Background: an optimization exercise with open tools, aiming at small area and a short achievable clock period. Do not read the settings as production practice.
In this exercise RTL edits were held to simulation tests only and were not proved equivalent to the original.
Power is estimated from default activity; no workload was simulated.

--- design/flow/standard.sh ---
#!/bin/bash
# synth_recipe.tcl (not shown) runs the flow's synth.tcl, then flattens the netlist and writes it again
# the make line also repeats each setting of config.mk as NAME=value (left out here)
make -C /OpenROAD-flow-scripts/flow DESIGN_CONFIG=/design/flow/config.mk WORK_HOME=/design/flow/orfs CLKGATE_MAP_FILE= SYNTH_SCRIPT=/design/flow/synth_recipe.tcl "${@:-finish}"
--- design/flow/design.v ---
module mr_aoi22 (input logic a, b, c, d, output logic y);
  assign y = ~((a & b) | (c & d));
endmodule
module mr_nand4 (input logic a, b, c, d, output logic y);
  assign y = ~(a & b & c & d);
endmodule
module mr_oai21 (input logic a, b, c, output logic y);
  assign y = ~((a | b) & c);
endmodule
module mr_sel8 (input logic [7:0] d, input logic [7:0] s, output logic y);
  logic [3:0] n;
  for (genvar j = 0; j < 4; j++) begin : g_a
    mr_aoi22 u_a (.a(d[2*j]), .b(s[2*j]), .c(d[2*j+1]), .d(s[2*j+1]), .y(n[j]));
  end
  mr_nand4 u_o (.a(n[0]), .b(n[1]), .c(n[2]), .d(n[3]), .y(y));
endmodule
module mem_responder #(
  parameter int ADDR_BITS  = 6,
  parameter int RD_LATENCY = 1
) (
  input  logic                 clock,
  input  logic                 reset,
  input  logic [31:0]          Address,
  input  logic                 Wr,
  input  logic [31:0]          Datain,
  output logic [31:0]          Dataout,
  output logic                 rd_valid,
  output logic                 addr_err,
  input  logic                 ld_en,
  input  logic [ADDR_BITS-1:0] ld_addr,
  input  logic [31:0]          ld_data,
  output logic                 ld_clash
);
  localparam int ROWS = 1 << (ADDR_BITS - 2);
  localparam int RB   = ADDR_BITS - 2;
  localparam int NH   = ROWS / 8;    
  logic [7:0] bank [4][ROWS];
  function automatic logic [4*ROWS-1:0] row_selects(input logic [RB-1:0] row, input logic [1:0] off,
                                                     input logic en);
    logic [ROWS-1:0] dec;
    logic [ROWS-1:0] dec_nx;
    for (int r = 0; r < ROWS; r++) begin
      dec[r]    = en & (row == RB'(r));
      dec_nx[r] = en & (row == RB'(r - 1));
    end
    for (int b = 0; b < 4; b++)
      row_selects[b*ROWS +: ROWS] = (2'(b) < off) ? dec_nx : dec;
  endfunction
  logic [3:0][ROWS-1:0] rd_sel;
  logic [3:0][3:0]      rot_sel;    
  logic [31:0]          rd_word;
  assign rd_sel = row_selects(Address[ADDR_BITS-1:2], Address[1:0], 1'b1);
  always_comb begin
    for (int k = 0; k < 4; k++)
      for (int b = 0; b < 4; b++)
        rot_sel[k][b] = (Address[1:0] == 2'(b - k));
  end
  logic [7:0] part [4][NH];
  for (genvar b = 0; b < 4; b++) begin : g_bank
    for (genvar h = 0; h < NH; h++) begin : g_half
      for (genvar i = 0; i < 8; i++) begin : g_bit
        logic [7:0] d;
        for (genvar r = 0; r < 8; r++) begin : g_row
          assign d[r] = bank[b][8*h+r][i];
        end
        mr_sel8 u_sel (.d(d), .s(rd_sel[b][8*h +: 8]), .y(part[b][h][i]));
      end
    end
  end
  for (genvar k = 0; k < 4; k++) begin : g_lane
    for (genvar i = 0; i < 8; i++) begin : g_bit
      logic [3:0] t;
      for (genvar b = 0; b < 4; b++) begin : g_b
        if (NH == 2) begin : g_two
          mr_oai21 u_t (.a(part[b][0][i]), .b(part[b][1][i]), .c(rot_sel[k][b]), .y(t[b]));
        end else begin : g_any
          logic any;
          always_comb begin
            any = 1'b0;
            for (int h = 0; h < NH; h++) any = any | part[b][h][i];
          end
          assign t[b] = ~(any & rot_sel[k][b]);
        end
      end
      mr_nand4 u_o (.a(t[0]), .b(t[1]), .c(t[2]), .d(t[3]), .y(rd_word[31-8*k-7+i]));
    end
  end
  logic                 ld_go;
  logic                 cpu_go;
  logic [3:0][ROWS-1:0] ld_sel;
  logic [3:0][ROWS-1:0] cpu_sel;
  logic [3:0][ROWS-1:0] wr_sel;
  logic [3:0][7:0]      wr_byte;
  logic [3:0][7:0]      wd_sel;     
  assign ld_go   = reset & ld_en;
  assign cpu_go  = reset & ~ld_en & Wr;
  assign ld_sel  = row_selects(ld_addr[ADDR_BITS-1:2], ld_addr[1:0], ld_go);
  assign cpu_sel = row_selects(Address[ADDR_BITS-1:2], Address[1:0], cpu_go);
  assign wr_sel  = ld_sel | cpu_sel;
  always_comb begin
    for (int b = 0; b < 4; b++)
      for (int k = 0; k < 4; k++) begin
        wd_sel[b][2*k]   = ld_en & (ld_addr[1:0] == 2'(b - k));
        wd_sel[b][2*k+1] = ~ld_en & (Address[1:0] == 2'(b - k));
      end
  end
  for (genvar b = 0; b < 4; b++) begin : g_wd
    for (genvar i = 0; i < 8; i++) begin : g_bit
      logic [7:0] d;
      for (genvar k = 0; k < 4; k++) begin : g_lane
        assign d[2*k]   = ld_data[31-8*k-7+i];
        assign d[2*k+1] = Datain[31-8*k-7+i];
      end
      mr_sel8 u_sel (.d(d), .s(wd_sel[b]), .y(wr_byte[b][i]));
    end
  end
  always_ff @(posedge clock) begin
    for (int b = 0; b < 4; b++)
      for (int r = 0; r < ROWS; r++)
        if (wr_sel[b][r]) bank[b][r] <= wr_byte[b];
  end
  always_ff @(posedge clock or negedge reset) begin
    if (!reset) begin
      Dataout  <= '0;
      addr_err <= 1'b0;
      rd_valid <= 1'b0;
      ld_clash <= 1'b0;
    end else begin
      Dataout  <= rd_word;
      addr_err <= (Address[31:ADDR_BITS] != '0);
      rd_valid <= 1'b1;
      ld_clash <= ld_en & Wr;
    end
  end
endmodule
--- design/flow/flow/run.sh ---
#!/bin/bash
# Own layout flow: the standard ORFS flow, with
#  - extra ORFS make variables from flow/make_vars.txt (one NAME=VALUE per line),
#  - optionally, the ORFS make targets run one after another as flow/stages.txt lists them
#    (one per line: a target, then NAME=VALUE words that apply to that target only).
# Every tool's output goes to ORFS's own logs (orfs/logs/...); each make's output goes to
# flow_make_N.log in the folder this runs in.
set -euo pipefail
W=$(pwd)
F=$W/flow
{
  echo "proc abc {args} {"
  echo "  set i [lsearch -exact \$args -script]"
  echo "  if {\$i >= 0} { lset args [expr {\$i + 1}] {$F/abc.script} }"
  echo "  yosys abc {*}\$args"
  echo "}"
  cat "$W/synth_recipe.tcl"
} > "$W/own_synth.tcl"
vars=("SYNTH_SCRIPT=$W/own_synth.tcl")
if [[ -f $F/make_vars.txt ]]; then
  while IFS= read -r line; do
    [[ -z $line || $line == \#* ]] && continue
    vars+=("$line")
  done < "$F/make_vars.txt"
fi
n=0
if [[ -f $F/stages.txt ]]; then
  while read -r -a words; do
    [[ ${#words[@]} -eq 0 || ${words[0]} == \#* ]] && continue
    n=$((n + 1))
    bash "$W/standard.sh" "${vars[@]}" "${words[@]:1}" "${words[0]}" > "$W/flow_make_$n.log" 2>&1
  done < "$F/stages.txt"
else
  bash "$W/standard.sh" "${vars[@]}" finish > "$W/flow_make_1.log" 2>&1
fi
--- design/flow/config.mk ---
export PLATFORM = sky130hd
export DESIGN_NAME = mem_responder
export DESIGN_NICKNAME = mem_responder
export VERILOG_FILES = /design/flow/design.v
export SDC_FILE = /design/flow/constraint.sdc
export NUM_CORES = 4
export LEC_CHECK = 0
export ABC_AREA = 1
export CAP_MARGIN = 20
export CELL_PAD_IN_SITES_DETAIL_PLACEMENT = 1
export CELL_PAD_IN_SITES_GLOBAL_PLACEMENT = 2
export CORE_MARGIN = 2
export CORE_UTILIZATION = 30
export CTS_BUF_LIST = sky130_fd_sc_hd__clkbuf_8
export CTS_CLUSTER_DIAMETER = 80
export CTS_CLUSTER_SIZE = 16
export SETUP_SLACK_MARGIN = 2.6
export SLEW_MARGIN = 20
export SYNTH_HIERARCHICAL = 1
export SYNTH_MINIMUM_KEEP_SIZE = 0
--- design/flow/flow/make_vars.txt ---
MATCH_CELL_FOOTPRINT=0
BUFFER_PORTS_ARGS=-buffer_cell sky130_fd_sc_hd__buf_2
SETUP_MOVE_SEQUENCE=unbuffer,sizeup,swap,buffer
--- design/flow/flow/abc.script ---
strash
dch
map
topo
stime -c
--- design/flow/constraint.sdc ---
create_clock -name core_clock -period 5.0 [get_ports {clock}]
set_input_delay 1.0000 -clock core_clock [delete_from_list [all_inputs] [get_ports {clock}]]
set_output_delay 1.0000 -clock core_clock [all_outputs]
set_load 0.01 [all_outputs]
==> results of run 1 <==
==> per-module statistics from Yosys, one instance, submodules excluded, a selection <==
module         area (µm²)  cells inside  times used  flops+latches
mem_responder       18800           983           1            547
mr_aoi22             7.51             1         384              0
mr_nand4             6.26             1         128              0
mr_oai21             5.00             1         128              0
==> worst paths after layout <==
check,slack [ns],cells past startpoint,from,to
max,2.50,11,Address[3],Dataout[0]
min,0.29,2,reset,ld_clash
max reg2reg,3.53,5,bank[60][0],Dataout[8]
min reg2reg,0.77,4,bank[43][4],Dataout[20]
max in group asynchronous,4.21,2,reset,Dataout[6]
min in group core_clock,0.58,3,Wr,ld_clash
==> cell usage in the layout (no fill, tap or decap), types with 12 or more instances in the layout <==
master and instances:
o21ai_0 64, a22oi_1 293, nand2_1 32, nand2_8 12, buf_6 74, nor2_1 18
nand4_1 332, o21ai_1 55, mux2i_1 15, buf_4 119, a22oi_2 91, clkbuf_8 44
mux2i_4 13, clkinvlp_4 18, dfrtp_1 35, o21ai_2 23, edfxtp_1 512, buf_12 70
buf_2 131, nand3_1 40
==> worst max-delay path, cell delays in order <==
cell     delay [ns]
buf_12         0.11
and2b_4        0.66
nand2_8        0.21
buf_12         0.20
mux2i_4        0.16
buf_12         0.15
a22oi_1        0.07
nand4_1        0.09
buf_6          0.15
o21ai_1        0.09
nand4_1        0.15
==> metal layers <==
metal  GRT usage, %  vias up
met4           5.25        6
li1               -     8005
met3           3.63      117
met2           36.9      763
met5              0        -
met1           31.8     9789
==> through the flow <==
stage	setup WS [ns]	area (µm²)	instances	util, %
final	2.50	30400	3121	39.9
after global routing	2.46	30400	3119	39.9
after CTS	2.54	29300	3088	38.5
after detailed placement	0.649	26100	2881	34.2
after global placement	0.637	26000	2880	34.2
after floorplan	2.08	23400	1623	-
==> layout make-up <==
| type | instances | share of cell area [%] |
|---|---|---|
| clock buffers | 44 | 1.99 |
| inverters | 22 | 0.482 |
| well taps | 1030 | 4.24 |
| flip-flops and latches | 547 | 53.5 |
| clock inverters | 22 | 0.449 |
| multi-input cells | 1054 | 26.6 |
| diodes | 3 | 0.0247 |
| repair buffers | 399 | 12.7 |
==> report_power, final <==
group	switching [W]	leakage (nW)	total, W	internal (W)
clock network	0.00151	0.422	0.00235	0.000844
logic	0.000986	4.14	0.00150	0.000512
registers	0.0000573	4.81	0.00531	0.00525
total	0.00255	9.38	0.00916	0.00661
==> flip-flops by register name (all words and copies together) (netlist names) <==
register / flops
Dataout: 32
addr_err: 1
bank: 512
ld_clash: 1
rd_valid: 1
==> Yosys cell counts <==
| cell type | instances |
|---|---|
| nand2_1 | 49 |
| and2_2 | 6 |
| nand4_1 | 332 |
| edfxtp_1 | 512 |
| clkinv_1 | 22 |
| o22ai_1 | 6 |
| a32o_1 | 1 |
| dfrtp_1 | 35 |
| nor3_1 | 6 |
| nand3_1 | 44 |
| o21ai_0 | 153 |
| a22oi_1 | 384 |
| conb_1 | 1 |
| mux2i_1 | 30 |
| nor2_1 | 32 |
| a22o_2 | 2 |
| and2b_2 | 8 |
==> kinds of logic after synthesis <==
| family | share of synthesized area [%] |
|---|---|
| compound gates | 16.1 |
| flops | 70.3 |
| other cells | 0.0162 |
| mux | 1.30 |
| buf+inv | 0.357 |
| simple gates | 11.9 |
==> repair_timing <==
action,4_1_cts,5_1_grt
cloned,0,0
pin swaps,138,123
gates resized for setup,208,204
hold endpoints to repair,0,0
buffers inserted,141,30
setup endpoints to repair,960,782
==> key figures, run 1 <==
GRT
  – Vias in the first global route: 18.6k
  – GRT overflow: 0
  – Pin count of the biggest net entering global routing: 67
  – First-pass GRT wire length: 132000 µm
  – Tot GR Track Use: 22.7%
  – Initial antenna violation count: 8

Clocking
  – Root Buffer: clkbuf_8
  – Clk buf depth: 3
  – Worst-Skew Late Latency: 0.66 ns
  – Clock Pin Slew Worst Setup and Hold Paths: 0.10 ns
  – Hold Buf Count CTS: 0
  – Clk sink count: 547
  – Cts bufs inserted: 43
  – CTS tree: built
  – CTS H-Tree Depth: 2

Timing
  – Fin. Hold Viols: 0
  – Worst-Margin Slew: 1.09 ns
  – WHS: 0.290 ns
  – Max_slew headroom: 27.2%
  – Clk_skew: 0.0349 ns
  – Unrepaired setup endpoints after global routing: yes
  – Tmin final: 2.50 ns
  – Max-slew violations: 0
  – Final TNS setup: 0 ns
  – Final setup fails: 0
  – FMAX: 400 MHz
  – Final worst-path cycle share: 50.0%

Drt
  – Routed wl met3: 6480 µm
  – Avg WL per Cell: 29.3 µm
  – DR DRC count: 0
  – Vias post-DR: 18.7k
  – DRT antenna net count: 0
  – Metal2 WL: 43200 µm
  – Max layer used: met5
  – Final wirelength: 91500 µm
  – Wire length on met1: 39800 µm
  – Via-per-instance ratio: 5.99
  – 1st-pass router iterations: 5
  – Drt first-iter violations: 1730

Job
  – Max-cap violations: 0

Die
  – Num rows: 101
  – Starting density of the core: 30.4%
  – Core area: 0.0761 mm²
  – Die footprint: 0.0792 mm²
  – Die Height: 281 µm
  – Chip Width: 281 µm
  – # IOs: 141

Cells and area
  – Share of layout cells above drive strength 1: 32.2%
  – Register Area: 0.0163 mm²
  – Nets: 2173
  – Filler Cells Inserted: 7860
  – Area of the multi-input gates: 0.00809 mm²
  – Area Overhead vs Synth: 31.5%

Synthesis
  – Register bit total from synthesis: 547
  – Syn Area/Cell: 14.2 µm²
  – Synth Cell Area: 0.0231 mm²
  – Syn nets: 1729
  – Synth Instances: 1623
  – Leading area contributor after synthesis: edfxtp_1
  – Top cells by area, synth: edfxtp_1 (67%), a22oi_1 (12%), nand4_1 (9.0%)
  – Synth Warn #: 10
  – Synth cell types: 17
  – Sequential area share after synthesis: 70.3%
  – Share of the synthesized area in the top cell type: 66.6%

Worst setup path
  – Setup crit start kind: input port
  – CP Data Arrival Time: 3.09 ns
  – Worst setup EP type: register
  – Required time of the critical path: 5.59 ns
  – CP max FO: 28
  – Critical path class: input port to register

Placed design
  – Port bufs: 140
  – Gpl congestion: 0.842
  – DPL Wire Length: 62200 µm

Outcome
  – Status: complete, no violations

Power and ir drop
  – Tot Pwr: 0.00916 W
  – Max IR drop VDD: 0.000129 V
  – Leak Pwr: 9.38 nW
  – Pwr dens: 301 mW/mm²

Min path
  – HP Class: input port to asynchronous set/reset pin
==> run 2, diff against run 1 <==
==> design/flow/flow/make_vars.txt (replaced) <==
MATCH_CELL_FOOTPRINT=0
BUFFER_PORTS_ARGS=-buffer_cell sky130_fd_sc_hd__buf_2
--- a/design/flow/config.mk
+++ b/design/flow/config.mk
@@ -12,3 +12,3 @@
 export CORE_MARGIN = 2
-export CORE_UTILIZATION = 30
+export CORE_UTILIZATION = 35
 export CTS_BUF_LIST = sky130_fd_sc_hd__clkbuf_8
==> run 2 against run 1 <==
Highest routed layer unchanged. Synthesized cell count unchanged. Hold slack worse by 0.054 ns. Synthesized area did not move. Non-clock buffer count down 11. Routed wire length up 5.2%. Maximum frequency up 3.5%. First-iteration DRC count is 14% higher. Combinational power is 7% lower. Clock skew is 0.0044 ns lower. Setup slack gained 0.084 ns. Critical endpoint is now bank[54][3]. Critical path type unchanged.
==> key figures, run 2 <==
Outcome
  – Status: complete, no violations

Timing
  – Worst-Margin Slew: 1.12 ns
  – Max_slew headroom: 25.0%
  – Final TNS setup: 0 ns
  – Tmin final: 2.42 ns
  – Final worst-path cycle share: 48.3%
  – FMAX: 414 MHz
  – Unrepaired setup endpoints after global routing: yes
  – Fin. Hold Viols: 0
  – Clk_skew: 0.0305 ns
  – Max-slew violations: 0
  – Final setup fails: 0
  – Final worst slack: 2.58 ns

Worst setup path
  – Slowest cell on crit path: and2b_2
  – Setup crit start kind: input port
  – Critical-path cell list: buf_2 -> and2b_2 -> nand2_1 -> o22ai_2
  – CP max FO: 18
  – Crit-path max cell delay: 0.62 ns
  – CP delay by family, top: simple AND/OR/NAND/NOR gates
  – Reg-to-Reg End: Dataout[23]
  – CP Launch Point: ld_addr[2]
  – Worst setup EP type: register
  – FF-to-FF path depth: 4
  – Critical Path Stages: 4
  – R2r setup slk: 3.51 ns
  – Critical path class: input port to register
  – Buffers & Inverters on Critical Path: 1
  – Required time of the critical path: 5.30 ns
  – RR Startpoint: bank[14][7]
  – CP Data Arrival Time: 2.72 ns
  – CP Capture Point: bank[54][3]

Power and ir drop
  – Tot Pwr: 0.00917 W
  – P_sw: 0.00255 W
  – Combinational power share: 15.3%
  – Leak Pwr: 9.14 nW
  – Clk pwr share: 26.7%
  – Pwr dens: 316 mW/mm²
  – Pint: 0.00662 W
  – Max IR drop VDD: 0.000191 V
  – Power share of the sequential group: 58.0%
  – Sw frac: 27.8%

Synthesis
  – Top cells by area, synth: edfxtp_1 (67%), a22oi_1 (12%), nand4_1 (9.0%)
  – Synth Instances: 1623
  – Share of the synthesized area in the top cell type: 66.6%
  – FFs w/ async S/R, synth: 6.40%
  – Syn Area/Cell: 14.2 µm²
  – Sequential area share after synthesis: 70.3%
  – List of most frequent post-synthesis cells: edfxtp_1 (512), a22oi_1 (384), nand4_1 (332), o21ai_0 (153), nand2_1 (49)
  – Synth Cell Area: 0.0231 mm²
  – Leading area contributor after synthesis: edfxtp_1
  – Most common cell in the netlist: edfxtp_1
  – Synth cell types: 17
  – Main flop type after synthesis: edfxtp_1
  – Post-synth EDFFs: 512
  – Syn nets: 1729
  – Synth Warn #: 10
  – Register bit total from synthesis: 547

Placed design
  – Cell Area, Placed: 0.0259 mm²
  – Gpl congestion: 0.847
  – DPL Wire Length: 63800 µm
  – Port bufs: 140
  – Placement Setup Slack: 0.918 ns
  – DP Cell Count: 2730

Drt
  – 1st-pass router iterations: 7
  – Drt first-iter violations: 1977
  – Final wirelength: 96300 µm
  – Vias post-DR: 18.9k
  – Avg WL per Cell: 32.6 µm
  – Via-per-instance ratio: 6.39
  – DR DRC count: 0
  – DRT antenna net count: 0

Cells and area
  – Filler Cells Inserted: 6655
  – Design area: 0.0290 mm²
  – Fin cells: 2954
  – Area Overhead vs Synth: 25.6%
  – Register Area: 0.0163 mm²
  – Regs by FF count: bank: 512 flops, Dataout: 32 flops
  – Most frequent cells in the layout: edfxtp_1 (512), a22oi_1 (349), nand4_1 (332)
  – Max reg flops: 512
  – Reg with most FFs: bank
  – Share of layout cells above drive strength 1: 28.3%
  – Nets: 2171
  – Area of the multi-input gates: 0.00769 mm²
  – Commonest non-fill, non-tap cell in the layout: edfxtp_1

Min path
  – HP Class: input port to asynchronous set/reset pin

Die
  – Num rows: 94
  – Die footprint: 0.0681 mm²
  – Core area: 0.0655 mm²
  – Chip Width: 261 µm
  – Starting density of the core: 35.3%
  – Die Height: 261 µm
  – # IOs: 141

Job
  – Max-cap violations: 0

GRT
  – Initial antenna violation count: 4
  – Pin count of the biggest net entering global routing: 66
  – First-pass GRT wire length: 136000 µm
  – GRT overflow: 0
  – Vias in the first global route: 18.5k
  – Tot GR Track Use: 27.7%

Clocking
  – Worst-Skew Late Latency: 0.67 ns
  – Cts bufs inserted: 42
  – Clock Pin Slew Worst Setup and Hold Paths: 0.11 ns
  – CTS tree: built
  – Clk buf depth: 3
  – CTS H-Tree Depth: 2
  – Clk sink count: 547
  – Root Buffer: clkbuf_8
run 2: cell counts after synthesis:
No cell type changed its count.
run 2: routing by layer:
metal  up-vias  GRT usage, %  share of wire, %
li1       8012             -                 -
met1      9882          39.2                44
met2       844          45.2                47
met3       133          3.31               6.4
met4         2          7.16               2.9
met5         -             0             0.012
run 2: worst min path at each step:
stage                        endpoint  slack, ns
after floorplan            Dataout[0]       0.62
after global placement     Dataout[8]       0.71
after detailed placement   Dataout[8]       0.72
after CTS                 Dataout[16]       0.21
after global routing      Dataout[16]       0.20
final                     Dataout[16]       0.24
run 2: Yosys stat by module, one instance, submodules excluded, a selection:
module	copies in the design	flip-flops and latches	area [µm²]
mem_responder	1	547	18800
mr_nand4	128	0	6.26
mr_aoi22	384	0	7.51
mr_oai21	128	0	5.00
run 2: cell families (layout without fill, tap and decap cells):
group / after synthesis / after routing / share of synthesized area, %
AOI/OAI and AO/OA: 546 / 546 / 16.1
muxes: 30 / 30 / 1.30
DFF: 547 / 547 / 70.3
other: 1 / 2 / 0.0162
buffers and inverters: 22 / 478 / 0.357
and+or+nand+nor: 477 / 487 / 11.9
run 2: power by group through the flow:
stage / Sequential (W) / Clock [W] / Combinational, W
4_1_cts: 0.00532 / 0.00251 / 0.00133
6_report: 0.00532 / 0.00245 / 0.00140
3_5_place_dp: 0.00542 / 0 / 0.00117
3_3_place_gp: 0.00542 / 0 / 0.00114
5_1_grt: 0.00533 / 0.00267 / 0.00148
2_1_floorplan: 0.00542 / 0 / 0.000457
run 2: worst register-to-register path, delay by kind of cell, from the launching register on:
| family | cells | cell delay (ns) |
|---|---|---|
| AND/OR/NAND/NOR | 2 | 0.40 |
| AO/OA/AOI/OAI | 2 | 0.58 |
| flip-flops | 1 | 0.38 |
run 2: final cells by class:
| class | instances | share of cell area, % |
|---|---|---|
| sequential | 547 | 56.0 |
| clock buffer | 44 | 2.09 |
| antenna | 1 | 0.00863 |
| inverter | 22 | 0.492 |
| timing repair buffer | 388 | 10.5 |
| multi-input combinational | 1064 | 26.5 |
| tap | 864 | 3.73 |
| clock inverter | 24 | 0.613 |
run 2: timing repair:
item,4_1_cts,5_1_grt
cloned,7,4
setup endpoints to repair,1026,686
hold buffers,0,0
setup buffers,95,49
hold endpoints to repair,0,0
gates resized for setup,124,88
pin swaps,69,26
run 2: per-stage QoR:
stage | utilization, % | hold slack, ns
floorplan | - | 0.621
global placement | 39.6 | 0.711
detailed placement | 39.6 | 0.720
CTS | 43.0 | 0.205
global route | 44.3 | 0.202
finish | 44.3 | 0.236
==> run 3, diff against run 2 <==
--- a/design/flow/config.mk
+++ b/design/flow/config.mk
@@ -12,3 +12,3 @@
 export CORE_MARGIN = 2
-export CORE_UTILIZATION = 35
+export CORE_UTILIZATION = 30
 export CTS_BUF_LIST = sky130_fd_sc_hd__clkbuf_8
@@ -16,3 +16,3 @@
 export CTS_CLUSTER_SIZE = 16
-export SETUP_SLACK_MARGIN = 2.6
+export SETUP_SLACK_MARGIN = 2.7
 export SLEW_MARGIN = 20
==> run 3 against run 2 <==
Sequential cell count unchanged. Sequential power about the same. Clock skew up 0.017 ns. Via count up 1.5%. Global-route usage down 3.5 points. First-iteration DRC count up 8.6%. Die area up 16%. Maximum frequency up 5.2%. Clock power down 4%. Synthesized cell count unchanged. Highest routed layer unchanged.
==> key figures, run 3 <==
Drt
  – DR DRC count: 0
  – Vias post-DR: 19.2k
  – Drt first-iter violations: 2147
  – Wire length on met1: 41400 µm
  – Final wirelength: 97400 µm
  – Metal2 WL: 45500 µm
  – Via-per-instance ratio: 6.06
  – DRT antenna net count: 0
  – Routed wl met3: 7000 µm
  – Avg WL per Cell: 30.8 µm
  – 1st-pass router iterations: 7
  – Max layer used: met5

Clocking
  – CTS tree: built
  – Root Buffer: clkbuf_8
  – Worst-Skew Late Latency: 0.68 ns
  – Cts bufs inserted: 43
  – Clock Pin Slew Worst Setup and Hold Paths: 0.11 ns
  – Clk sink count: 547
  – CTS H-Tree Depth: 2
  – Clk buf depth: 3

Timing
  – Fin. Hold Viols: 0
  – Unrepaired setup endpoints after global routing: yes
  – Max_slew headroom: 48.8%
  – Tmin final: 2.30 ns
  – Max-slew violations: 0
  – Final TNS setup: 0 ns
  – Final worst-path cycle share: 45.9%
  – Worst-Margin Slew: 0.768 ns
  – Clk_skew: 0.0475 ns
  – WHS: 0.273 ns
  – FMAX: 435 MHz
  – Final setup fails: 0
  – Final worst slack: 2.70 ns

Cells and area
  – Share of layout cells above drive strength 1: 31.5%
  – Commonest non-fill, non-tap cell in the layout: edfxtp_1
  – Max reg flops: 512
  – Regs by FF count: bank: 512 flops, Dataout: 32 flops
  – Most frequent cells in the layout: edfxtp_1 (512), nand4_1 (332), a22oi_1 (320)
  – Reg with most FFs: bank
  – Area Overhead vs Synth: 31.4%
  – Nets: 2214

GRT
  – Pin count of the biggest net entering global routing: 65
  – GRT overflow: 0
  – First-pass GRT wire length: 139000 µm
  – Tot GR Track Use: 24.2%
  – Initial antenna violation count: 4
  – Vias in the first global route: 19.2k

Worst setup path
  – Worst setup EP type: register
  – Slowest cell on crit path: and2b_4
  – Setup crit start kind: input port
  – CP max FO: 8
  – Required time of the critical path: 5.61 ns
  – Critical path class: input port to register
  – FF-to-FF path depth: 5
  – Buffers & Inverters on Critical Path: 4
  – Reg-to-Reg End: Dataout[10]
  – Crit-path max cell delay: 0.40 ns
  – CP delay by family, top: buffers and inverters
  – R2r setup slk: 3.52 ns
  – CP Data Arrival Time: 2.91 ns
  – Critical-path cell list: buf_12 -> and2b_4 -> nand2_8 -> buf_6 -> mux2i_1 -> buf_4 -> a22oi_2 -> nand4_1 -> buf_4 -> o21ai_0 -> nand4_1
  – RR Startpoint: bank[60][2]
  – CP Launch Point: Address[2]

Synthesis
  – List of most frequent post-synthesis cells: edfxtp_1 (512), a22oi_1 (384), nand4_1 (332), o21ai_0 (153), nand2_1 (49)
  – Top cells by area, synth: edfxtp_1 (67%), a22oi_1 (12%), nand4_1 (9.0%)
  – Synth Cell Area: 0.0231 mm²
  – Sequential area share after synthesis: 70.3%
  – Synth Instances: 1623
  – Main flop type after synthesis: edfxtp_1
  – Register bit total from synthesis: 547
  – Syn nets: 1729
  – Leading area contributor after synthesis: edfxtp_1
  – Share of the synthesized area in the top cell type: 66.6%
  – FFs w/ async S/R, synth: 6.40%
  – Synth Warn #: 10
  – Most common cell in the netlist: edfxtp_1
  – Syn Area/Cell: 14.2 µm²
  – Synth cell types: 17
  – Post-synth EDFFs: 512

Power and ir drop
  – Tot Pwr: 0.00916 W
  – Leak Pwr: 9.48 nW
  – Pwr dens: 302 mW/mm²
  – Sw frac: 28.1%
  – Clk pwr share: 25.8%
  – Max IR drop VDD: 0.000161 V
  – Power share of the sequential group: 58.2%
  – P_sw: 0.00257 W
  – Pint: 0.00659 W
  – Combinational power share: 16.0%

Die
  – Num rows: 101
  – Starting density of the core: 30.4%
  – Core area: 0.0761 mm²
  – Die Height: 281 µm
  – Chip Width: 281 µm
  – # IOs: 141
  – Die footprint: 0.0792 mm²

Min path
  – HP Class: input port to asynchronous set/reset pin

Placed design
  – Placement Setup Slack: 0.918 ns
  – DPL Wire Length: 62300 µm
  – Gpl congestion: 0.808
  – Port bufs: 140

Outcome
  – Status: complete, no violations

Job
  – Max-cap violations: 0
-- run 3: worst max-delay path by stage --
stage	end	depth (start not counted)
global placement	bank[21][7]	6
floorplan	bank[11][0]	4
global route	Dataout[26]	11
CTS	Dataout[30]	9
detailed placement	bank[21][7]	6
finish	Dataout[29]	11
-- run 3: layout make-up --
class,instances,area (µm²)
well taps,1030,1290
inverters,22,146
multi-input cells,1070,8090
repair buffers,423,3820
clock buffers,45,619
clock inverters,22,133
fillers,7928,45700
repair inverters,1,7.51
diodes,1,2.50
flip-flops and latches,547,16300
-- run 3: logic make-up (layout without fill, tap and decap cells) --
group	count (synthesis)	in the layout	share of synthesized area, %
AOI/OAI and AO/OA	546	546	16.1
buffers and inverters	22	513	0.357
DFF	547	547	70.3
muxes	30	30	1.30
other	1	2	0.0162
and+or+nand+nor	477	493	11.9
-- run 3: through the flow --
step | instance area (µm²) | cells | util [%]
after floorplan | 23500 | 1623 | -
after global placement | 26100 | 2872 | 34.3
after detailed placement | 26100 | 2872 | 34.3
after CTS | 29400 | 3115 | 38.6
after global routing | 30400 | 3161 | 39.9
final | 30400 | 3161 | 39.9
-- run 3: layer usage --
layer  GRT usage, %  vias up
met4           8.20        2
li1               -     8114
met5              0        -
met2           39.1      837
met3           3.70      180
met1           33.3    10000
-- run 3: per-module statistics from Yosys (local to each module, per instance), a selection --
module,cell area (µm²),copies in the design
mem_responder,18800,1
mr_aoi22,7.51,384
mr_nand4,6.26,128
mr_oai21,5.00,128
-- run 3: power groups by stage --
stage	registers, W	clock network (W)	logic, W
3_5_place_dp	0.00543	0	0.00114
6_report	0.00533	0.00236	0.00147
2_1_floorplan	0.00542	0	0.000464
4_1_cts	0.00533	0.00243	0.00137
3_3_place_gp	0.00543	0	0.00111
5_1_grt	0.00534	0.00257	0.00155
-- run 3: what timing repair did --
| item | CTS | global route |
|---|---|---|
| resized for setup | 149 | 144 |
| pin swaps | 123 | 42 |
| hold buffers | 0 | 0 |
| cloned | 16 | 4 |
| setup endpoints to repair | 1055 | 623 |
| endpoints found under the hold margin | 0 | 0 |
| buffers inserted | 160 | 41 |
==> run 4, diff against run 3 <==
--- a/design/flow/config.mk
+++ b/design/flow/config.mk
@@ -15,4 +15,4 @@
 export CTS_CLUSTER_DIAMETER = 80
-export CTS_CLUSTER_SIZE = 16
-export SETUP_SLACK_MARGIN = 2.7
+export CTS_CLUSTER_SIZE = 12
+export SETUP_SLACK_MARGIN = 2.6
 export SLEW_MARGIN = 20
==> run 4 against run 3 <==
Critical endpoint is now bank[49][5]. Total power is 1.8% higher. Sequential cell count stayed put. Cell area is 3.6% lower. Utilization is 1.4 points lower. Hold slack worse by 0.017 ns. Non-clock buffer count is 53 lower. Clock power is 11% higher. Critical path depth is 7 lower. Largest power group unchanged. Maximum frequency is 5.6% lower. Routed wire length is 3.9% lower.
==> key figures, run 4 <==
Cells and area
  – Reg with most FFs: bank
  – Regs by FF count: bank: 512 flops, Dataout: 32 flops
  – Max reg flops: 512
  – Filler Cells Inserted: 7961
  – Share of layout cells above drive strength 1: 27.4%
  – Nets: 2163
  – Fin cells: 3116
  – Commonest non-fill, non-tap cell in the layout: edfxtp_1
  – Most frequent cells in the layout: edfxtp_1 (512), a22oi_1 (353), nand4_1 (332)
  – Area Overhead vs Synth: 26.7%

Synthesis
  – Sequential area share after synthesis: 70.3%
  – Synth cell types: 17
  – FFs w/ async S/R, synth: 6.40%
  – Synth Cell Area: 0.0231 mm²
  – Leading area contributor after synthesis: edfxtp_1
  – Syn Area/Cell: 14.2 µm²
  – Register bit total from synthesis: 547
  – Main flop type after synthesis: edfxtp_1
  – Synth Instances: 1623
  – List of most frequent post-synthesis cells: edfxtp_1 (512), a22oi_1 (384), nand4_1 (332), o21ai_0 (153), nand2_1 (49)
  – Synth Warn #: 10
  – Syn nets: 1729
  – Most common cell in the netlist: edfxtp_1
  – Share of the synthesized area in the top cell type: 66.6%
  – Post-synth EDFFs: 512
  – Top cells by area, synth: edfxtp_1 (67%), a22oi_1 (12%), nand4_1 (9.0%)

GRT
  – Tot GR Track Use: 23.2%
  – GRT overflow: 0
  – Pin count of the biggest net entering global routing: 67
  – Vias in the first global route: 18.5k
  – Initial antenna violation count: 8
  – First-pass GRT wire length: 134000 µm

Worst setup path
  – CP delay by family, top: compound AO/OA/AOI/OAI gates
  – Required time of the critical path: 5.32 ns
  – CP max FO: 13
  – Crit-path max cell delay: 0.76 ns
  – Buffers & Inverters on Critical Path: 2
  – CP Data Arrival Time: 2.75 ns
  – Setup crit start kind: input port
  – Slowest cell on crit path: o21ai_2
  – Worst setup EP type: register
  – Critical path class: input port to register
  – Critical-path cell list: buf_4 -> clkinvlp_4 -> nand3_2 -> o21ai_2

Die
  – Core area: 0.0761 mm²
  – Chip Width: 281 µm
  – Num rows: 101
  – Die Height: 281 µm
  – # IOs: 141
  – Die footprint: 0.0792 mm²
  – Starting density of the core: 30.4%

Power and ir drop
  – Tot Pwr: 0.00932 W
  – Pwr dens: 318 mW/mm²
  – Leak Pwr: 9.16 nW
  – Max IR drop VDD: 0.000141 V

Drt
  – Final wirelength: 93600 µm
  – Avg WL per Cell: 30.0 µm
  – 1st-pass router iterations: 5
  – DRT antenna net count: 0
  – Via-per-instance ratio: 6.01
  – Drt first-iter violations: 1806
  – DR DRC count: 0
  – Vias post-DR: 18.7k

Timing
  – Final TNS setup: 0 ns
  – Fin. Hold Viols: 0
  – Worst-Margin Slew: 0.815 ns
  – Clk_skew: 0.0400 ns
  – Max-slew violations: 0
  – Unrepaired setup endpoints after global routing: yes
  – Final setup fails: 0
  – FMAX: 411 MHz
  – Final worst-path cycle share: 48.7%
  – Max_slew headroom: 45.5%
  – Tmin final: 2.43 ns

Clocking
  – Clock Pin Slew Worst Setup and Hold Paths: 0.09 ns
  – Cts bufs inserted: 53
  – Clk buf depth: 3
  – Clk sink count: 547
  – CTS tree: built
  – Worst-Skew Late Latency: 0.69 ns
  – Hold Buf Count CTS: 0
  – Root Buffer: clkbuf_8
  – CTS H-Tree Depth: 2

Placed design
  – DPL Wire Length: 62200 µm
  – DP Cell Count: 2881
  – Gpl congestion: 0.842
  – Port bufs: 140

Job
  – Max-cap violations: 0

Min path
  – HP Class: input port to asynchronous set/reset pin

Outcome
  – Status: complete, no violations
==> run 4: path summary, 6_finish.rpt <==
path / startpoint / to / slack (ns) / depth (start not counted)
min in group core_clock: Address[27] / addr_err / 0.61 / 5
setup / recovery: ld_en / bank[49][5] / 2.57 / 4
hold / removal: reset / ld_clash / 0.26 / 1
setup reg to reg: bank[60][0] / Dataout[8] / 3.52 / 5
hold reg to reg: bank[43][6] / Dataout[14] / 0.74 / 4
max in group asynchronous: reset / Dataout[27] / 3.95 / 2
==> run 4: what timing repair did <==
action                     4_1_cts  5_1_grt
cloned                           7        2
setup buffers                  111       31
resized for setup              100      100
pin swaps                       82       21
setup endpoints to repair      925      743
==> run 4: final cells by class <==
| type | instances | area [µm²] | share of cell area [%] |
|---|---|---|---|
| well taps | 1030 | 1290 | 4.40 |
| clock inverters | 28 | 174 | 0.594 |
| repair buffers | 370 | 2970 | 10.2 |
| multi-input cells | 1063 | 7700 | 26.3 |
| clock buffers | 54 | 743 | 2.54 |
| inverters | 22 | 135 | 0.462 |
| flip-flops and latches | 547 | 16300 | 55.5 |
| diodes | 2 | 5.00 | 0.0171 |
==> run 4: through the flow <==
step	setup WS [ns]	hold WS, ns	util (%)	cell area [µm²]
4_1_cts	2.58	0.210	37.4	28500
2_1_floorplan	2.08	0.621	-	23400
6_report	2.57	0.256	38.5	29300
5_1_grt	2.51	0.232	38.5	29300
3_5_place_dp	0.649	0.730	34.2	26100
3_3_place_gp	0.637	0.724	34.2	26000
==> run 4: worst register-to-register path, cell delays in order (launching register included) <==
cell and delay [ns]:
edfxtp_1 0.37, a22oi_1 0.33, nand4_1 0.14, buf_4 0.17
o21ai_0 0.21, nand4_1 0.13
==> run 4: logic make-up (layout without fill, tap and decap cells) <==
family                 count (synthesis)  in the layout  share of synthesized area, %
buffers and inverters                 22            474                         0.357
AND/OR/NAND/NOR                      477            486                          11.9
flip-flops                           547            547                          70.3
AO/OA/AOI/OAI                        546            546                          16.1
multiplexers                          30             30                          1.30
other                                  1              3                        0.0162
==> run 4: metal layers <==
| metal | up-vias | GRT usage [%] | part of all wire (%) |
|---|---|---|---|
| li1 | 7980 | - | - |
| met1 | 9730 | 32.0 | 43 |
| met2 | 858 | 37.5 | 47 |
| met3 | 161 | 4.06 | 7.2 |
| met4 | 8 | 6.55 | 3.1 |
| met5 | - | 0 | 0.059 |
==> run 4: Yosys stat by module, one instance, submodules excluded, excerpt <==
| module | area, µm² | flops+latches | times used | cells inside |
|---|---|---|---|---|
| mem_responder | 18800 | 547 | 1 | 983 |
| mr_aoi22 | 7.51 | 0 | 384 | 1 |
| mr_nand4 | 6.26 | 0 | 128 | 1 |
| mr_oai21 | 5.00 | 0 | 128 | 1 |
==> run 4: power breakdown <==
part	total [W]	internal, W	leakage, nW	switching (W)
registers	0.00531	0.00526	4.81	0.0000565
logic	0.00138	0.000419	3.80	0.000958
clock network	0.00263	0.00110	0.542	0.00153
total	0.00932	0.00677	9.16	0.00255
==> run 5, diff against run 4 <==
==> design/flow/flow/abc.script (replaced) <==
strash
dch
map
topo
stime -c
buffer -c
upsize -c
dnsize -c
--- a/design/flow/config.mk
+++ b/design/flow/config.mk
@@ -15,3 +15,3 @@
 export CTS_CLUSTER_DIAMETER = 80
-export CTS_CLUSTER_SIZE = 12
+export CTS_CLUSTER_SIZE = 16
 export SETUP_SLACK_MARGIN = 2.6
==> run 5 against run 4 <==
Still clean on timing, DRC and antenna. Clock-buffer cell count decreased by 11. Clock power shrank about 10%. Synthesized area is 10% higher. Cell area increased by 7.9%. Total power down 1.5%.
==> key figures, run 5 <==
Synthesis
  – Sequential area share after synthesis: 63.7%
  – Synth Warn #: 10
  – Synth Instances: 1714
  – Register bit total from synthesis: 547
  – Top cells by area, synth: edfxtp_1 (60%), a22oi_2 (19%), nand4_1 (8.1%)
  – Most common cell in the netlist: edfxtp_1
  – Syn nets: 1820
  – Syn Area/Cell: 14.9 µm²
  – Main flop type after synthesis: edfxtp_1
  – Synth Cell Area: 0.0255 mm²
  – Post-synth EDFFs: 512
  – Share of the synthesized area in the top cell type: 60.3%
  – List of most frequent post-synthesis cells: edfxtp_1 (512), a22oi_2 (384), nand4_1 (332), o21ai_1 (128), buf_2 (74)
  – Leading area contributor after synthesis: edfxtp_1
  – Synth cell types: 26
  – FFs w/ async S/R, synth: 6.40%

Worst setup path
  – Slowest cell on crit path: a22oi_2
  – CP Launch Point: Address[5]
  – Worst setup EP type: register
  – CP Data Arrival Time: 2.95 ns
  – Critical Path Stages: 13
  – FF-to-FF path depth: 5
  – Required time of the critical path: 5.54 ns
  – CP max FO: 17
  – Crit-path max cell delay: 0.22 ns
  – R2r setup slk: 3.56 ns
  – Critical path class: input port to register
  – RR Startpoint: bank[62][4]
  – Buffers & Inverters on Critical Path: 7
  – Critical-path cell list: buf_2 -> and2_4 -> buf_12 -> nand2_4 -> buf_12 -> clkinvlp_4 -> buf_4 -> buf_6 -> a22oi_2 -> nand4_1 -> buf_6 -> o21ai_1 -> nand4_1
  – Setup crit start kind: input port
  – Reg-to-Reg End: Dataout[4]
  – CP delay by family, top: buffers and inverters
  – CP Capture Point: Dataout[13]

Timing
  – Max_slew headroom: 44.7%
  – Clk_skew: 0.0395 ns
  – FMAX: 415 MHz
  – Max-slew violations: 0
  – Final TNS setup: 0 ns
  – Final worst-path cycle share: 48.2%
  – Fin. Hold Viols: 0
  – Unrepaired setup endpoints after global routing: yes
  – Tmin final: 2.41 ns
  – Final worst slack: 2.59 ns
  – Final setup fails: 0
  – Worst-Margin Slew: 0.828 ns

Clocking
  – Clock Pin Slew Worst Setup and Hold Paths: 0.10 ns
  – Clk buf depth: 3
  – CTS H-Tree Depth: 2
  – Root Buffer: clkbuf_8
  – Clk sink count: 547
  – Worst-Skew Late Latency: 0.67 ns
  – Hold Buf Count CTS: 0
  – Cts bufs inserted: 41
  – CTS tree: built

Placed design
  – Gpl congestion: 0.846
  – DPL Wire Length: 65400 µm
  – Port bufs: 140
  – Placement Setup Slack: 0.840 ns

Die
  – Die footprint: 0.0874 mm²
  – Num rows: 106
  – Core area: 0.0840 mm²
  – # IOs: 141
  – Starting density of the core: 30.4%
  – Chip Width: 296 µm
  – Die Height: 296 µm

Outcome
  – Status: complete, no violations

GRT
  – Tot GR Track Use: 21.5%
  – Vias in the first global route: 18.9k
  – First-pass GRT wire length: 137000 µm
  – GRT overflow: 0
  – Pin count of the biggest net entering global routing: 74
  – Initial antenna violation count: 8

Drt
  – Final wirelength: 95000 µm
  – DRT antenna net count: 0
  – 1st-pass router iterations: 8
  – Avg WL per Cell: 29.2 µm
  – Drt first-iter violations: 1685
  – Via-per-instance ratio: 5.74
  – DR DRC count: 0
  – Vias post-DR: 18.7k

Cells and area
  – Reg with most FFs: bank
  – Register Area: 0.0163 mm²
  – Max reg flops: 512
  – Area Overhead vs Synth: 23.8%
  – Share of layout cells above drive strength 1: 44.5%
  – Regs by FF count: bank: 512 flops, Dataout: 32 flops
  – Area of the multi-input gates: 0.00929 mm²
  – Nets: 2198
  – Filler Cells Inserted: 8638
  – Most frequent cells in the layout: edfxtp_1 (512), a22oi_2 (384), nand4_1 (332)
  – Commonest non-fill, non-tap cell in the layout: edfxtp_1

Power and ir drop
  – Pwr dens: 291 mW/mm²
  – Max IR drop VDD: 0.000213 V
  – Leak Pwr: 9.73 nW

Min path
  – HP Class: input port to asynchronous set/reset pin

Job
  – Max-cap violations: 0
-- run 5: worst min-delay path by stage --
stage	start	endpoint	slack (ns)
after global placement	bank[21][0]	Dataout[8]	0.71
after detailed placement	bank[21][6]	Dataout[14]	0.72
after floorplan	bank[19][0]	Dataout[0]	0.64
final	reset	ld_clash	0.19
after CTS	reset	ld_clash	0.14
after global routing	reset	ld_clash	0.16
-- run 5: final cells by class --
type                    count  area share, %
flip-flops and latches    547           51.5
multi-input cells        1058           29.4
repair buffers            422           11.9
well taps                1134           4.49
clock buffers              43           1.87
clock inverters            29          0.499
inverters                  22          0.357
diodes                      3         0.0238
-- run 5: cell families (layout without fill, tap and decap cells) --
kind of cell           Yosys count  after routing  share of synthesized area [%]
other                            1              4                         0.0147
and+or+nand+nor                477            481                           10.8
buffers and inverters          113            516                           2.23
muxes                           30             30                           1.18
AOI/OAI and AO/OA              546            546                           22.1
DFF                            547            547                           63.7
-- run 5: stage by stage --
step | hold slack, ns | util [%] | total power (W) | instances | area, µm²
6_report | 0.187 | 37.6 | 0.00918 | 3258 | 31600
2_1_floorplan | 0.639 | - | 0.00602 | 1714 | 25700
3_3_place_gp | 0.712 | 33.7 | 0.00670 | 3024 | 28300
4_1_cts | 0.139 | 36.7 | 0.00921 | 3219 | 30800
5_1_grt | 0.165 | 37.6 | 0.00951 | 3256 | 31600
3_5_place_dp | 0.717 | 33.7 | 0.00673 | 3026 | 28300
-- run 5: per-module statistics from Yosys (local to each module, per instance), a selection --
module	cells	flip-flops and latches
mem_responder	1074	547
mr_aoi22	1	0
mr_nand4	1	0
mr_oai21	1	0
-- run 5: timing repair --
item,4_1_cts,5_1_grt
resized for setup,95,64
endpoints found under the setup margin,1016,746
buffers inserted,116,34
gates cloned,5,2
hold endpoints to repair,0,0
pin swaps,76,40
-- run 5: power breakdown --
group	leakage (nW)	internal (W)	switching [W]
combinational	4.45	0.000484	0.00101
sequential	4.81	0.00526	0.0000731
clock	0.459	0.000864	0.00149
total	9.73	0.00660	0.00257
-- run 5: metal layers --
layer  up-vias  wire length [µm]  share of wire, %  global-route usage [%]
met4         8              2310               2.4                    5.32
met5         -                53             0.056                       0
met2       642             43900                46                    34.0
li1       8057                 -                 -                       -
met3       129              5670               6.0                    3.05
met1      9850             43100                45                    30.9
==> run 6, diff against run 5 <==
==> design/flow/flow/abc.script (replaced) <==
&get -n
&st
&dch
&nf
&st
&syn2
&if -g -K 6
&synch2
&nf
&st
&syn2
&if -g -K 6
&synch2
&nf
&st
&syn2
&if -g -K 6
&synch2
&nf
&st
&syn2
&if -g -K 6
&synch2
&nf
&st
&syn2
&if -g -K 6
&synch2
&nf
&put
buffer -c
topo
stime -c
upsize -c
dnsize -c
==> run 6 against run 5 <==
Clock skew fell by 0.0083 ns. Register-to-register slack got worse by 0.15 ns. Cell area fell by 3.0%. Total power rose by 0.45%. Routed wire length fell by 9.1%. Critical path type unchanged. Hold slack improved by 0.035 ns.
==> key figures, run 6 <==
Cells and area
  – Reg with most FFs: bank
  – Area Overhead vs Synth: 25.9%
  – Filler Cells Inserted: 8235
  – Commonest non-fill, non-tap cell in the layout: edfxtp_1
  – Fin util: 38.1%
  – Nets: 1984
  – Share of layout cells above drive strength 1: 50.7%
  – Max reg flops: 512
  – Most frequent cells in the layout: edfxtp_1 (512), a22oi_2 (384), buf_4 (174)
  – Regs by FF count: bank: 512 flops, Dataout: 32 flops

GRT
  – First-pass GRT wire length: 125000 µm
  – Pin count of the biggest net entering global routing: 39
  – GRT overflow: 0
  – Initial antenna violation count: 6
  – Vias in the first global route: 17.0k
  – Tot GR Track Use: 20.6%

Timing
  – Final setup fails: 0
  – Tmin final: 2.40 ns
  – Fin. Hold Viols: 0
  – Clk_skew: 0.0312 ns
  – WHS: 0.222 ns
  – Max-slew violations: 0
  – Max_slew headroom: 46.8%
  – Final TNS setup: 0 ns
  – Unrepaired setup endpoints after global routing: yes
  – Final worst-path cycle share: 48.0%
  – Worst-Margin Slew: 0.797 ns
  – FMAX: 416 MHz

Drt
  – Vias post-DR: 16.5k
  – DRT antenna net count: 0
  – Via-per-instance ratio: 5.55
  – 1st-pass router iterations: 5
  – Drt first-iter violations: 1309
  – Avg WL per Cell: 29.1 µm
  – Final wirelength: 86300 µm
  – DR DRC count: 0

Worst setup path
  – Critical Path Stages: 6
  – Reg-to-Reg End: Dataout[6]
  – R2r setup slk: 3.41 ns
  – CP delay by family, top: buffers and inverters
  – CP max FO: 8
  – Critical-path cell list: buf_2 -> nor4bb_4 -> buf_4 -> nand2_1 -> o221ai_1 -> buf_4
  – Buffers & Inverters on Critical Path: 3
  – Crit-path max cell delay: 0.38 ns
  – Critical path class: input port to register
  – FF-to-FF path depth: 4
  – RR Startpoint: bank[60][6]
  – Required time of the critical path: 5.35 ns
  – CP Capture Point: bank[20][3]
  – Slowest cell on crit path: o221ai_1
  – Worst setup EP type: register
  – Critical Path Most Common Cell: buf_4
  – Setup crit start kind: input port
  – CP Data Arrival Time: 2.75 ns
  – CP Launch Point: reset

Synthesis
  – Synth Instances: 1512
  – Synth Cell Area: 0.0243 mm²
  – FFs w/ async S/R, synth: 6.40%
  – List of most frequent post-synthesis cells: edfxtp_1 (512), a22oi_2 (384), nand4_1 (130), o21ai_1 (129), nor2_1 (60)
  – Post-synth EDFFs: 512
  – Main flop type after synthesis: edfxtp_1
  – Syn Area/Cell: 16.1 µm²
  – Syn nets: 1618
  – Top cells by area, synth: edfxtp_1 (63%), a22oi_2 (20%), dfrtp_1 (3.6%)
  – Synth cell types: 45
  – Synth Warn #: 10
  – Register bit total from synthesis: 547
  – Most common cell in the netlist: edfxtp_1
  – Leading area contributor after synthesis: edfxtp_1
  – Share of the synthesized area in the top cell type: 63.2%
  – Sequential area share after synthesis: 66.8%

Power and ir drop
  – Pwr dens: 301 mW/mm²
  – Leak Pwr: 9.08 nW
  – Max IR drop VDD: 0.000149 V

Die
  – Core area: 0.0804 mm²
  – Die Height: 289 µm
  – Starting density of the core: 30.2%
  – # IOs: 141
  – Die footprint: 0.0834 mm²
  – Chip Width: 289 µm
  – Num rows: 104

Min path
  – HP Class: input port to asynchronous set/reset pin

Clocking
  – Root Buffer: clkbuf_8
  – Worst-Skew Late Latency: 0.64 ns
  – CTS tree: built
  – Cts bufs inserted: 42
  – CTS H-Tree Depth: 2
  – Clk sink count: 547
  – Clk buf depth: 3
  – Clock Pin Slew Worst Setup and Hold Paths: 0.10 ns

Outcome
  – Status: complete, no violations

Placed design
  – Gpl congestion: 0.879
  – DPL Wire Length: 62300 µm
  – Port bufs: 140

Job
  – Max-cap violations: 0
==> run 6: changes by cell type in the layout (fill, tap and decap cells not counted), sizes merged, moves of 7 or more <==
cell | before | now
nor2 | 36 | 61
o21ai | 153 | 146
nand2 | 49 | 29
o221ai | 0 | 42
a21boi | 0 | 7
buf | 416 | 361
inv | 35 | 24
nand4 | 332 | 130
mux2i | 30 | 0
nand2b | 0 | 7
==> run 6: cells by family after synthesis <==
| group | synth area share (%) |
|---|---|
| AOI/OAI and AO/OA | 25.2 |
| xor gates and xnor gates | 0.0360 |
| other | 0.0154 |
| and+or+nand+nor | 7.03 |
| muxes | 0.139 |
| buffers and inverters | 0.787 |
| DFF | 66.8 |
==> run 6: worst min-delay path by stage <==
stage                   to  slack (ns)  cells after the start
2_1_floorplan  Dataout[10]        0.64                      4
3_3_place_gp    Dataout[5]        0.72                      4
3_5_place_dp   Dataout[15]        0.74                      4
4_1_cts           ld_clash        0.15                      1
5_1_grt           ld_clash        0.17                      1
6_report          ld_clash        0.22                      1
==> run 6: metal layers <==
| metal | vias to the layer above | GRT usage [%] | part of all wire [%] |
|---|---|---|---|
| met3 | 113 | 2.79 | 4.9 |
| met2 | 462 | 33.1 | 46 |
| met1 | 8672 | 29.3 | 46 |
| li1 | 7233 | - | - |
| met5 | - | 0 | 0.051 |
| met4 | 6 | 5.41 | 2.6 |
==> run 6: where the power goes <==
part	leakage (nW)	internal, W	switching, W	total (W)
logic	3.76	0.000486	0.000967	0.00145
clock network	0.479	0.000919	0.00147	0.00239
registers	4.84	0.00529	0.0000840	0.00537
==> run 6: stage by stage <==
step / total power, W / setup slack (ns) / cell area [µm²] / std cells
4_1_cts: 0.00929 / 2.44 / 30100 / 2932
3_5_place_dp: 0.00670 / 1.04 / 27600 / 2738
2_1_floorplan: 0.00605 / 1.86 / 25200 / 1512
5_1_grt: 0.00957 / 2.59 / 30600 / 2967
6_report: 0.00922 / 2.60 / 30600 / 2969
3_3_place_gp: 0.00668 / 1.10 / 27600 / 2738
==> run 6: what timing repair did <==
action | in CTS | in global routing
resized for setup | 114 | 36
cloned | 3 | 0
buffers inserted | 119 | 34
pin swaps | 86 | 21
hold buffers | 0 | 0
endpoints found under the setup margin | 1016 | 324
==> run 6: cell type report <==
class | count | area (µm²) | share of cell area, %
multi-input cells | 920 | 9250 | 30.2
diodes | 3 | 7.51 | 0.0245
well taps | 1060 | 1330 | 4.33
flip-flops and latches | 547 | 16300 | 53.1
clock buffers | 46 | 633 | 2.07
inverters | 3 | 22.5 | 0.0735
repair buffers | 363 | 2990 | 9.75
repair inverters | 1 | 5.00 | 0.0163
clock inverters | 26 | 154 | 0.502
==> run 6: Yosys stat by module, one instance, submodules excluded, a selection <==
module	copies in the design	cells inside	flip-flops and latches
mem_responder	1	872	547
mr_aoi22	384	1	0
mr_nand4	128	1	0
mr_oai21	128	1	0
==> run 7, diff against run 6 <==
==> design/flow/flow/abc.script (replaced) <==
strash
dch
map
topo
stime -c
==> design/flow/flow/stages.txt (new file) <==
cts SETUP_SLACK_MARGIN=2.4
finish SETUP_SLACK_MARGIN=2.7
==> run 7 against run 6 <==
Cell area fell by 0.60%. Maximum frequency up 2.1%. Sequential cell count stayed put. Combinational power about the same. Critical path depth is 3 higher. Clock skew is 0.0089 ns higher. First-iteration DRC count up 60%. Setup slack better by 0.049 ns. Routed wire length is 8.2% higher. Sequential power is 0.9% lower. Largest power group unchanged.
==> key figures, run 7 <==
Timing
  – Max_slew headroom: 36.0%
  – FMAX: 425 MHz
  – Worst-Margin Slew: 0.957 ns
  – Unrepaired setup endpoints after global routing: yes
  – Fin. Hold Viols: 0
  – Final worst slack: 2.65 ns
  – Tmin final: 2.35 ns
  – Final setup fails: 0
  – Final worst-path cycle share: 47.0%
  – Final TNS setup: 0 ns
  – Max-slew violations: 0
  – Clk_skew: 0.0401 ns

Worst setup path
  – Worst setup EP type: register
  – CP Data Arrival Time: 2.87 ns
  – FF-to-FF path depth: 5
  – Setup crit start kind: input port
  – Slowest cell on crit path: clkinvlp_4
  – Critical path class: input port to register
  – CP Launch Point: Address[2]
  – R2r setup slk: 3.56 ns
  – Required time of the critical path: 5.52 ns
  – Crit-path max cell delay: 0.29 ns
  – CP max FO: 8
  – Reg-to-Reg End: Dataout[13]
  – Critical-path cell list: buf_12 -> and2b_4 -> buf_12 -> nand2_8 -> clkinvlp_4 -> a22oi_1 -> nand4_1 -> o21ai_1 -> nand4_1
  – RR Startpoint: bank[37][5]

Min path
  – HP Class: input port to asynchronous set/reset pin

Power and ir drop
  – Leak Pwr: 9.48 nW
  – Max IR drop VDD: 0.000141 V
  – Pwr dens: 298 mW/mm²

Clocking
  – Cts bufs inserted: 41
  – Clk sink count: 547
  – Worst-Skew Late Latency: 0.66 ns
  – Clock Pin Slew Worst Setup and Hold Paths: 0.11 ns
  – Clk buf depth: 3
  – Hold Buf Count CTS: 0
  – CTS H-Tree Depth: 2
  – Root Buffer: clkbuf_8
  – CTS tree: built

Synthesis
  – Synth Warn #: 10
  – Share of the synthesized area in the top cell type: 66.6%
  – Most common cell in the netlist: edfxtp_1
  – Syn Area/Cell: 14.2 µm²
  – Post-synth EDFFs: 512
  – Main flop type after synthesis: edfxtp_1
  – Synth Cell Area: 0.0231 mm²
  – Syn nets: 1729
  – Sequential area share after synthesis: 70.3%
  – List of most frequent post-synthesis cells: edfxtp_1 (512), a22oi_1 (384), nand4_1 (332), o21ai_0 (153), nand2_1 (49)
  – Top cells by area, synth: edfxtp_1 (67%), a22oi_1 (12%), nand4_1 (9.0%)
  – Synth cell types: 17
  – Synth Instances: 1623
  – FFs w/ async S/R, synth: 6.40%
  – Register bit total from synthesis: 547
  – Leading area contributor after synthesis: edfxtp_1

Cells and area
  – Nets: 2205
  – Regs by FF count: bank: 512 flops, Dataout: 32 flops
  – Share of layout cells above drive strength 1: 31.1%
  – Max reg flops: 512
  – Commonest non-fill, non-tap cell in the layout: edfxtp_1
  – Filler Cells Inserted: 7957
  – Reg with most FFs: bank
  – Area Overhead vs Synth: 31.8%
  – Most frequent cells in the layout: edfxtp_1 (512), a22oi_1 (334), nand4_1 (332)
  – Fin util: 40.0%

Drt
  – Avg WL per Cell: 29.6 µm
  – Vias post-DR: 18.9k
  – Drt first-iter violations: 2091
  – 1st-pass router iterations: 6
  – Final wirelength: 93500 µm
  – DRT antenna net count: 0
  – DR DRC count: 0
  – Via-per-instance ratio: 5.99

Job
  – Max-cap violations: 0

Die
  – Core area: 0.0761 mm²
  – Die Height: 281 µm
  – Starting density of the core: 30.4%
  – Chip Width: 281 µm
  – # IOs: 141
  – Num rows: 101
  – Die footprint: 0.0792 mm²

GRT
  – Tot GR Track Use: 22.5%
  – Vias in the first global route: 18.2k
  – GRT overflow: 0
  – Pin count of the biggest net entering global routing: 65
  – First-pass GRT wire length: 131000 µm
  – Initial antenna violation count: 4

Outcome
  – Status: complete, no violations

Placed design
  – DPL Wire Length: 62400 µm
  – Gpl congestion: 0.850
  – Placement Setup Slack: 0.665 ns
  – Port bufs: 140
-- run 7: changes by cell type after synthesis, moves of 8 or more --
cell / previous run / this run
a22oi_1: 0 / 384
a22oi_2: 384 / 0
nand4_1: 130 / 332
o21ai_0: 17 / 153
o21ai_1: 129 / 0
o221ai_1: 42 / 0
clkbuf_1: 37 / 0
mux2i_1: 0 / 30
nor2_1: 60 / 32
clkinv_1: 0 / 22
nand2_1: 29 / 49
nor2b_1: 11 / 0
and2b_2: 0 / 8
-- run 7: where the power goes --
part / switching, W / internal [W]
registers: 0.0000691 / 0.00526
logic: 0.000977 / 0.000489
clock network: 0.00147 / 0.000808
-- run 7: through the flow --
stage          instance area, µm²  std cells  total power [W]  hold slack [ns]
4_1_cts                     27700       3014          0.00892            0.595
6_report                    30400       3155          0.00907            0.597
3_3_place_gp                25900       2872          0.00653            0.743
3_5_place_dp                25900       2872          0.00656            0.749
5_1_grt                     30400       3153          0.00937            0.599
2_1_floorplan               23300       1623          0.00587            0.621
-- run 7: area by class of cell --
| type | instances | area [µm²] | area share, % |
|---|---|---|---|
| well taps | 1030 | 1290 | 4.23 |
| diodes | 3 | 7.51 | 0.0247 |
| repair buffers | 423 | 3990 | 13.1 |
| clock inverters | 23 | 106 | 0.349 |
| inverters | 22 | 143 | 0.469 |
| clock buffers | 43 | 592 | 1.94 |
| multi-input cells | 1064 | 8070 | 26.5 |
| flip-flops and latches | 547 | 16300 | 53.4 |
-- run 7: how the worst max path moves through the flow --
stage | endpoint | slack, ns | cells past startpoint
6_report | Dataout[2] | 2.65 | 9
5_1_grt | Dataout[2] | 2.59 | 9
4_1_cts | Dataout[19] | 2.36 | 12
3_5_place_dp | Dataout[19] | 0.67 | 8
3_3_place_gp | Dataout[26] | 0.73 | 8
2_1_floorplan | bank[11][0] | 2.08 | 4
-- run 7: kinds of logic after synthesis --
kind of cell,Yosys count,synth area share (%)
flops,547,70.3
compound gates,546,16.1
simple gates,477,11.9
mux,30,1.30
buf+inv,22,0.357
other cells,1,0.0162
-- run 7: per-layer routing --
layer	track usage [%]	wire length, µm
met5	0	11
met1	32.1	41100
met2	36.2	43800
met3	2.78	5630
met4	6.51	2860
-- run 7: timing repair --
item,CTS,global route
pin swaps,57,113
setup endpoints to repair,918,1040
cloned,6,6
gates resized for setup,101,269
buffers inserted,70,132
-- run 7: per-module statistics from Yosys, one instance, submodules excluded, excerpt --
module         copies in the design  cells inside  flops+latches  cell area, µm²
mem_responder                     1           983            547           18800
mr_aoi22                        384             1              0            7.51
mr_nand4                        128             1              0            6.26
mr_oai21                        128             1              0            5.00
-- run 7: critical path: cells and delay by family --
family | cells | cell delay [ns]
buffers and inverters | 3 | 0.53
AOI/OAI and AO/OA | 2 | 0.53
and+or+nand+nor | 4 | 0.79
==> run 8, diff against run 7 <==
==> design/flow/flow/stages.txt (replaced) <==
cts SETUP_SLACK_MARGIN=2.6
finish SETUP_SLACK_MARGIN=2.8
==> run 8 against run 7 <==
Still clean on timing, DRC and antenna. Sequential cell count unchanged. Die area unchanged. Routed wire length grew 3.4%. Setup slack worse by 0.053 ns. Maximum frequency decreased by 2.2%. Cell count rose by 1.1%. First-iteration DRC count shrank 8.8%.
==> key figures, run 8 <==
Synthesis
  – Sequential area share after synthesis: 70.3%
  – List of most frequent post-synthesis cells: edfxtp_1 (512), a22oi_1 (384), nand4_1 (332), o21ai_0 (153), nand2_1 (49)
  – Most common cell in the netlist: edfxtp_1
  – Share of the synthesized area in the top cell type: 66.6%
  – Main flop type after synthesis: edfxtp_1
  – Synth Instances: 1623
  – Synth cell types: 17
  – Leading area contributor after synthesis: edfxtp_1
  – Synth Cell Area: 0.0231 mm²
  – Syn nets: 1729
  – Syn Area/Cell: 14.2 µm²
  – Top cells by area, synth: edfxtp_1 (67%), a22oi_1 (12%), nand4_1 (9.0%)

Worst setup path
  – Required time of the critical path: 5.53 ns
  – CP delay by family, top: buffers and inverters
  – CP Data Arrival Time: 2.94 ns
  – Critical path class: input port to register
  – Critical Path Most Common Cell: buf_6
  – Setup crit start kind: input port
  – Buffers & Inverters on Critical Path: 6
  – CP max FO: 8
  – Worst setup EP type: register
  – Slowest cell on crit path: and2b_4

Drt
  – DRT antenna net count: 0
  – DR DRC count: 0
  – Avg WL per Cell: 30.3 µm
  – 1st-pass router iterations: 6
  – Final wirelength: 96700 µm
  – Vias post-DR: 19.1k

Cells and area
  – Regs by FF count: bank: 512 flops, Dataout: 32 flops
  – Filler Cells Inserted: 7864
  – Nets: 2244
  – Commonest non-fill, non-tap cell in the layout: edfxtp_1
  – Share of layout cells above drive strength 1: 34.5%
  – Design area: 0.0312 mm²
  – Reg with most FFs: bank

Timing
  – Clk_skew: 0.0384 ns
  – Max_slew headroom: 41.2%
  – Tmin final: 2.41 ns
  – Max-slew violations: 0
  – Final TNS setup: 0 ns
  – FMAX: 416 MHz
  – Worst-Margin Slew: 0.879 ns
  – WHS: 0.283 ns
  – Unrepaired setup endpoints after global routing: yes
  – Final worst-path cycle share: 48.1%
  – Final setup fails: 0

Placed design
  – Port bufs: 140
  – DPL Wire Length: 62200 µm
  – Cell Area, Placed: 0.0261 mm²
  – Placement Setup Slack: 0.649 ns
  – Gpl congestion: 0.842

GRT
  – Vias in the first global route: 18.5k
  – Pin count of the biggest net entering global routing: 67
  – GRT overflow: 0
  – Initial antenna violation count: 10

Die
  – Chip Width: 281 µm
  – Starting density of the core: 30.4%
  – Die footprint: 0.0792 mm²
  – Num rows: 101
  – Core area: 0.0761 mm²

Clocking
  – Clock Pin Slew Worst Setup and Hold Paths: 0.10 ns
  – CTS H-Tree Depth: 2
  – Cts bufs inserted: 43
  – Worst-Skew Late Latency: 0.66 ns
  – Clk sink count: 547
  – CTS tree: built

Job
  – Max-cap violations: 0

Min path
  – HP Class: input port to asynchronous set/reset pin

Outcome
  – Status: complete, no violations

Power and ir drop
  – Pwr dens: 296 mW/mm²
  – Leak Pwr: 9.80 nW
-- run 8: cell count changes in the layout (fill, tap and decap cells not counted), moves of 9 or more --
cell | previous run | this run
a22oi_1 | 334 | 299
o21ai_0 | 56 | 36
a22oi_2 | 50 | 85
buf_6 | 31 | 70
buf_2 | 128 | 119
o21ai_1 | 62 | 74
-- run 8: metrics by stage --
stage	instances	power (W)
after floorplan	1623	0.00587
after global placement	2880	0.00653
after detailed placement	2881	0.00656
after CTS	3070	0.00906
after global routing	3190	0.00957
final	3191	0.00925
-- run 8: cells by family (layout without fill, tap and decap cells) --
logic type / after synthesis / in the layout / share of synthesized area, %
muxes: 30 / 30 / 1.30
buffers and inverters: 22 / 547 / 0.357
AOI/OAI and AO/OA: 546 / 546 / 16.1
other: 1 / 3 / 0.0162
and+or+nand+nor: 477 / 488 / 11.9
DFF: 547 / 547 / 70.3
-- run 8: power breakdown --
part	switching (W)	internal, W
Clock	0.00151	0.000843
Combinational	0.00103	0.000550
Sequential	0.0000651	0.00526
Total	0.00260	0.00665
-- run 8: cell type report --
type                            count  area, µm²  share of cell area, %
Inverter                           22        146                  0.469
Sequential cell                   547      16300                   52.0
Antenna cell                        2       5.00                 0.0160
Clock inverter                     22        136                  0.437
Timing Repair Buffer              459       4560                   14.6
Tap cell                         1030       1290                   4.13
Multi-Input combinational cell   1065       8230                   26.4
Clock buffer                       44        606                   1.94
-- run 8: Yosys stat by module, one instance, submodules excluded, excerpt --
module / times used / flip-flops and latches / cells inside / area, µm²
mem_responder: 1 / 547 / 983 / 18800
mr_aoi22: 384 / 0 / 1 / 7.51
mr_nand4: 128 / 0 / 1 / 6.26
mr_oai21: 128 / 0 / 1 / 5.00
-- run 8: path summary, 6_finish.rpt --
kind / from / to / slack, ns / cells past startpoint
setup / recovery: Address[3] / Dataout[28] / 2.59 / 12
hold / removal: reset / ld_clash / 0.28 / 1
setup reg to reg: bank[40][5] / Dataout[13] / 3.56 / 4
hold reg to reg: bank[43][2] / Dataout[2] / 0.75 / 4
max in group asynchronous: reset / Dataout[17] / 3.90 / 2
min in group core_clock: Address[27] / addr_err / 0.62 / 5
-- run 8: layer usage --
metal  part of all wire (%)  wire [µm]  vias up  GRT usage (%)
met4                    3.6       3500        8           6.49
li1                       -          -     8166              -
met1                     43      41200     9953           32.2
met2                     47      45000      840           37.4
met3                    7.2       6950      155           3.97
met5                  0.048         46        -              0
-- run 8: worst reg2reg max path, stage by stage (launching register included) --
cell and delay, ns:
edfxtp_1 0.39, a22oi_1 0.26, nand4_1 0.30, o21ai_1 0.22
nand4_1 0.13
-- run 8: timing repair --
action | in CTS | in global routing
gates resized for setup | 111 | 359
buffers inserted | 115 | 108
cloned | 8 | 11
endpoints found under the hold margin | 0 | 0
endpoints found under the setup margin | 960 | 1026
pin swaps | 84 | 128

==> what the ideal ports hide <==
No port has a modelled driver above. Below, the same layouts with a new extraction and two added sets of constraints.
Step 1, drivers: a clkbuf_16 drives clock and a buf_2 each remaining input, both assumed.
Step 2 also shifts input and output timing later by t, the mid clock arrival at the registers, as if the neighbouring blocks saw the same clock.
a / b / c = ideal / step 1 / step 2; a / b = the first two.
run | t (ns) | setup WS [ns]
run 1 | 0.702 | 2.501 / 2.415 / 1.713
run 2 | 0.718 | 2.585 / 2.555 / 1.837
run 3 | 0.710 | 2.703 / 2.658 / 1.958
run 4 | 0.728 | 2.567 / 2.567 / 1.839
run 5 | 0.714 | 2.591 / 2.569 / 1.855
run 6 | 0.697 | 2.598 / 2.562 / 1.865
run 7 | 0.700 | 2.648 / 2.645 / 1.945
run 8 | 0.704 | 2.594 / 2.593 / 1.890
After both steps every run listed still meets setup and hold.
